From an optimization exercise on the open Yosys and OpenROAD flow, aimed at small area and a short achievable clock period; shortcuts taken in it are not production practice. The RTL was checked by simulation tests, not by an equivalence proof against the original design. The flow treats the clock pin as an ideal source, which a real chip does not have. Power figures rest on the tool's default switching activity, not on a simulated workload.

## mem_gate
module mem_gate
(
  input  logic                  clk,
  input  logic                  rst,
  input  logic                  age_i,
  input  logic                  req_valid_i,
  input  logic [32-1:0] req_adr_i,
  input  logic                  req_we_i,
  input  logic [8-1:0]   req_pl_i,
  input  logic [23-1:0]  req_key_i,
  input  logic [1:0]            req_seg_i,     
  input  logic [8-1:0]  req_tid_i,
  input  logic [32-1:0] req_dat_i,
  input  logic [1:0]            tbl_op_i,      
  input  logic [6-1:0] tbl_idx_i,
  input  logic                  tbl_code_i,
  input  logic [23-1:0]  tbl_key_i,
  input  logic [8-1:0]   tbl_pl_i,
  output logic                  tbl_rvalid_o,
  output logic                  tbl_code_o,
  output logic [23-1:0]  tbl_key_o,
  output logic [8-1:0]   tbl_pl_o,
  output logic                  tbl_ref_o,
  output logic [27-1:0]  tbl_cnt_o,
  output logic                  fwd_valid_o,
  output logic [32-1:0] fwd_adr_o,
  output logic                  fwd_we_o,
  output logic [8-1:0]  fwd_tid_o,
  output logic [32-1:0] fwd_dat_o,
  output logic                  err_valid_o,
  output logic [8-1:0]  err_tid_o,
  output logic [32-1:0] err_adr_o,
  output logic [1:0]            err_code_o     
);
==> flow/config.mk <==
export PLATFORM = sky130hd
export DESIGN_NAME = mem_gate
export DESIGN_NICKNAME = mem_gate
export VERILOG_FILES = /design/flow/design.v
export SDC_FILE = /design/flow/constraint.sdc
export NUM_CORES = 4
export LEC_CHECK = 0
export CAP_MARGIN = 10
export CORE_MARGIN = 2
export CORE_UTILIZATION = 50
export CTS_CLUSTER_DIAMETER = 80
export CTS_CLUSTER_SIZE = 24
export PLACE_DENSITY = 0.65
export SETUP_SLACK_MARGIN = 3.65
export SLEW_MARGIN = 10
export SYNTH_HIERARCHICAL = 1
export TNS_END_PERCENT = 10
==> flow/constraint.sdc <==
create_clock -name core_clock -period 6.5 [get_ports {clk}]
set_input_delay 1.3000 -clock core_clock [delete_from_list [all_inputs] [get_ports {clk}]]
set_output_delay 1.3000 -clock core_clock [all_outputs]
set_load 0.01 [all_outputs]
standard.sh (not shown) runs the stock make flow with config.mk's settings and CLKGATE_MAP_FILE= SYNTH_SCRIPT=/design/flow/synth_recipe.tcl, a recipe that flattens the netlist after the stock synthesis.
==> flow/flow/run.sh <==
#!/bin/bash
# Layout flow: the standard ORFS flow (standard.sh) with two changes:
#  - clock tree synthesis without dummy loads (they only balance the tree and
#    take area), keeping ORFS's other clock_tree_synthesis arguments and the
#    cluster settings from config.mk;
#  - ports buffered with buf_2 instead of the delay cell buffer_ports picks.
# The make output goes to flow_make.log; each ORFS step keeps its own log
# under orfs/logs.
set -euo pipefail
export CTS_ARGS="-sink_clustering_enable -repair_clock_nets -dont_use_dummy_load -sink_clustering_size 24 -sink_clustering_max_diameter 80"
export BUFFER_PORTS_ARGS="-buffer_cell sky130_fd_sc_hd__buf_2"
bash standard.sh finish > flow_make.log 2>&1
Rerun with:
==> flow/run.sh (new file) <==
#!/bin/bash
# synth_recipe.tcl (not shown) runs the flow's synth.tcl, then flattens the netlist and writes it again
# the make line also repeats each setting of config.mk as NAME=value (left out here)
make -C /OpenROAD-flow-scripts/flow DESIGN_CONFIG=/design/flow/config.mk WORK_HOME=/design/flow/orfs CLKGATE_MAP_FILE= SYNTH_SCRIPT=/design/flow/synth_recipe.tcl finish
--- a/flow/config.mk
+++ b/flow/config.mk
@@ -16,2 +16 @@
 export SYNTH_HIERARCHICAL = 1
-export TNS_END_PERCENT = 10
removed: flow/flow/run.sh
removed: flow/standard.sh
What happened:
- The new run completed without violations
- area after synthesis is unchanged
- sequential share of layout area decreases by 2.2 points
- combinational power increases by about 26%
- design area increases by about 3%
- utilization increases by 1.7 points
- wire length increases by about 5.4%
Rerun with:
--- a/flow/config.mk
+++ b/flow/config.mk
@@ -16 +16,2 @@
 export SYNTH_HIERARCHICAL = 1
+export TNS_END_PERCENT = 10
Count of clock-buffer cells in the layout rises by 10.
Sequential power barely changes.
Power falls by 2.0%.
Rerun with:
==> flow/flow/run.sh (new file) <==
#!/bin/bash
# Layout flow: the standard ORFS flow (standard.sh) with two changes:
#  - clock tree synthesis without dummy loads (they only balance the tree and
#    take area), keeping ORFS's other clock_tree_synthesis arguments and the
#    cluster settings from config.mk;
#  - ports buffered with buf_2 instead of the delay cell buffer_ports picks.
# The make output goes to flow_make.log; each ORFS step keeps its own log
# under orfs/logs.
set -euo pipefail
export CTS_ARGS="-sink_clustering_enable -repair_clock_nets -dont_use_dummy_load -sink_clustering_size 24 -sink_clustering_max_diameter 80"
export BUFFER_PORTS_ARGS="-buffer_cell sky130_fd_sc_hd__buf_2"
bash standard.sh finish > flow_make.log 2>&1
==> flow/standard.sh (new file) <==
#!/bin/bash
# synth_recipe.tcl (not shown) runs the flow's synth.tcl, then flattens the netlist and writes it again
# the make line also repeats each setting of config.mk as NAME=value (left out here)
make -C /OpenROAD-flow-scripts/flow DESIGN_CONFIG=/design/flow/config.mk WORK_HOME=/design/flow/orfs CLKGATE_MAP_FILE= SYNTH_SCRIPT=/design/flow/synth_recipe.tcl "${@:-finish}"
--- a/flow/config.mk
+++ b/flow/config.mk
@@ -16,2 +16 @@
 export SYNTH_HIERARCHICAL = 1
-export TNS_END_PERCENT = 10
removed: flow/run.sh
=> Wire length rose by 5.0%; non-clock buffer count is higher by 84; final area goes down by 0.40%; core utilization goes down by 0.23 points; hold slack is worse by 0.021 ns; sequential power barely changes; area after synthesis is unchanged; clock power came out lower by about 7%.

[static timing again, ports no longer ideal]
In the flow no input, the clock included, has a driving cell. The finished layouts below were timed again as built, in two steps.
Step 1, drivers: a clkbuf_16 drives clk and a buf_2 each remaining input, both assumed.
Step 2 also shifts input and output timing later by t, the mid clock arrival at the registers, as if the neighbouring blocks saw the same clock.
Three values: no drivers, after step 1, after step 2; two values: the first two.
| run | shift t [ns] | setup WS [ns] | clock arrival spread, ns |
|---|---|---|---|
| the first run | 0.993 | 3.506 / 3.408 / 2.649 | 0.123 / 0.123 |
| the second run | 1.010 | 3.541 / 3.528 / 2.586 | 0.055 / 0.056 |
| the third run | 1.022 | 3.407 / 3.316 / 2.504 | 0.070 / 0.070 |
| the fourth run | 0.984 | 3.487 / 3.517 / 2.556 | 0.099 / 0.100 |
After both steps every run listed still meets setup and hold. For the second run, which loses most, drivers alone change the setup slack by -0.013 ns; drivers and shift together by -0.955 ns.
